Context: an optimization exercise on an open-source flow, tuned for small area. The choices shown serve that exercise and are no tape-out recipe.
In this exercise RTL edits were held to simulation tests only and were not proved equivalent to the original.

==> module shot_recorder, before the edit <==
module shot_recorder #(
    parameter int SHOT_DEPTH = 6
) (
    input  logic                    clk,
    input  logic                    reset,
    input  logic                    shot_btn,
    input  logic [9:0]              ncx,
    input  logic [8:0]              ncy,
    input  logic                    motion_valid,
    output logic [SHOT_DEPTH-1:0]   sv,
    output logic [SHOT_DEPTH*10-1:0] sx,
    output logic [SHOT_DEPTH*9-1:0]  sy
);
    logic btn_meta;
    logic btn_sync;
    logic record;
    always_ff @(posedge clk or posedge reset) begin
        if (reset) begin
            btn_meta <= 1'b0;
            btn_sync <= 1'b0;
        end else begin
            btn_meta <= shot_btn;
            btn_sync <= btn_meta;
        end
    end
    assign record = btn_meta & ~btn_sync & motion_valid;
    always_ff @(posedge clk or posedge reset) begin
        if (reset)
            sv <= '0;
        else if (record)
            sv <= {sv[SHOT_DEPTH-2:0], 1'b1};
    end
    always_ff @(posedge clk) begin
        if (record) begin
            sx <= {sx[(SHOT_DEPTH-1)*10-1:0], ncx};
            sy <= {sy[(SHOT_DEPTH-1)*9-1:0], ncy};
        end
    end
endmodule
Settings: LEC_CHECK=0, CAP_MARGIN=20, CORE_MARGIN=2, CORE_UTILIZATION=40, CTS_BUF_LIST=sky130_fd_sc_hd__clkbuf_8, CTS_CLUSTER_DIAMETER=60, CTS_CLUSTER_SIZE=12, SLEW_MARGIN=20; clock period 100.0 ns.
standard.sh (not shown) runs the stock make flow with config.mk's settings and CLKGATE_MAP_FILE= SYNTH_SCRIPT=/design/flow/synth_recipe.tcl, a recipe that flattens the netlist after the stock synthesis.
==> flow/flow/run.sh <==
#!/bin/bash
# Own layout flow: the standard flow, with three changes.
#  1. After the standard synthesis, the combinational logic between the
#     registers and adder cells is remapped for area: fapol2.py flips
#     full-adder cells to the polarity that needs the fewest inverters
#     (a full adder is self-dual), then yosys/ABC remaps the plain logic
#     (resynth.ys, resynth_s*.abc, best of four seeds by pick.py).  Registers, full-adder and tie cells are
#     kept as the standard synthesis made them (same instances, names, types).
#  2. Ports are buffered with buf_1 cells instead of clkdlybuf4s50_1.
#  3. A power-recovery (downsizing) pass runs after the placement resize.
# Each tool's output goes to a log file of its own in this folder.
set -euo pipefail
R=$PWD/orfs/results/${FLOW_PLATFORM}/motion_overlay_chip/base
ln -sf $FLOW_HOME/platforms/${FLOW_PLATFORM}/lib/sky130_fd_sc_hd__tt_025C_1v80.lib lib.lib
YOSYS=$FLOW_HOME/../tools/install/yosys/bin/yosys
[ -x "$YOSYS" ] || YOSYS=yosys
export BUFFER_PORTS_ARGS="-buffer_cell sky130_fd_sc_hd__buf_1"
export POST_RESIZE_TCL="$PWD/flow/post_resize.tcl"

# standard synthesis only
bash standard.sh $R/1_2_yosys.v > standard_synth.log 2>&1
cp $R/1_2_yosys.v std_1_2_yosys.v

python3 flow/fapol2.py std_1_2_yosys.v fapol_1_2_yosys.v --flex > fapol.log 2>&1
for sd in 0 1 2 3; do
  mkdir -p rs$sd/flow
  cp fapol_1_2_yosys.v rs$sd/
  cp flow/resynth_s$sd.abc rs$sd/flow/resynth.abc
  ln -sf ../lib.lib rs$sd/lib.lib
  ( cd rs$sd && $YOSYS -q -l resynth.log -s ../flow/resynth.ys > /dev/null 2>&1 \
      && $YOSYS -q -l resynth_check.log -s ../flow/resynth_check.ys > /dev/null 2>&1 ) &
done
wait
best=$(python3 flow/pick.py rs0 rs1 rs2 rs3 2> pick.log)
cp $best/resynth_1_2_yosys.v resynth_1_2_yosys.v
cp $best/resynth.log resynth.log
cp $best/resynth_check.log resynth_check.log
cp resynth_1_2_yosys.v $R/1_2_yosys.v
touch $R/1_2_yosys.v

# rest of the standard flow from the new netlist
bash standard.sh > standard.log 2>&1
Other scripts of this flow, unchanged in this note and not shown: flow/flow/fapol2.py, flow/flow/pick.py, flow/flow/post_resize.tcl, flow/flow/resynth.ys, flow/flow/resynth_check.ys, flow/flow/resynth_s0.abc, flow/flow/resynth_s1.abc, flow/flow/resynth_s2.abc, flow/flow/resynth_s3.abc
Next try:
--- a/flow/design.v
+++ b/flow/design.v
@@ -236,15 +236,19 @@
             btn_meta <= shot_btn;
             btn_sync <= btn_meta;
         end
     end
     assign record = btn_meta & ~btn_sync & motion_valid;
+    logic [2:0] nvalid;
     always_ff @(posedge clk or posedge reset) begin
         if (reset)
-            sv <= '0;
-        else if (record)
-            sv <= {sv[SHOT_DEPTH-2:0], 1'b1};
+            nvalid <= 3'd0;
+        else if (record && nvalid != 3'(SHOT_DEPTH))
+            nvalid <= nvalid + 3'd1;
+    end
+    for (genvar i = 0; i < SHOT_DEPTH; i++) begin : g_valid
+        assign sv[i] = nvalid > 3'(i);
     end
     always_ff @(posedge clk) begin
         if (record) begin
             sx <= {sx[(SHOT_DEPTH-1)*10-1:0], ncx};
             sy <= {sy[(SHOT_DEPTH-1)*9-1:0], ncy};
Cell area hardly moves.
Wire length is higher by 3.3%.
Sequential share of layout area is lower by 0.38 points.
Critical path depth is higher by 7.
Worst setup slack gets better by 2.1 ns.
Synthesized area barely changes.
Count of clock-buffer cells in the layout is higher by 2.
Non-clock buffer count is lower by 1.
Utilization is about the same.

re-timing with driven ports:
The flow's constraints put no driver on any port. The routed layouts listed below were extracted and timed again, unchanged, in two steps.
Step 1: set_driving_cell puts a clkbuf_16 on clk and a buf_2 on each other input, an assumption about the parent block.
Step 2 moves the port delays by t, midway between the first and last clock arrival at a register: inputs arrive t later, outputs are due t later. That takes back most of the time a late clock gives input paths.
Slacks: no drivers / after step 1 / after step 2; pairs: no drivers / after step 1.
run	t (ns)	slack for setup (ns)	worst setup path after step 2	worst register clock-pin slew, ns	pins driven straight from the clock port
the first run	0.604	22.168 / 22.115 / 22.719	register to output	0.10 / 0.10	1
the second run	0.592	24.302 / 24.249 / 24.841	register to output	0.09 / 0.09	1
After both steps every run listed still meets setup and hold.
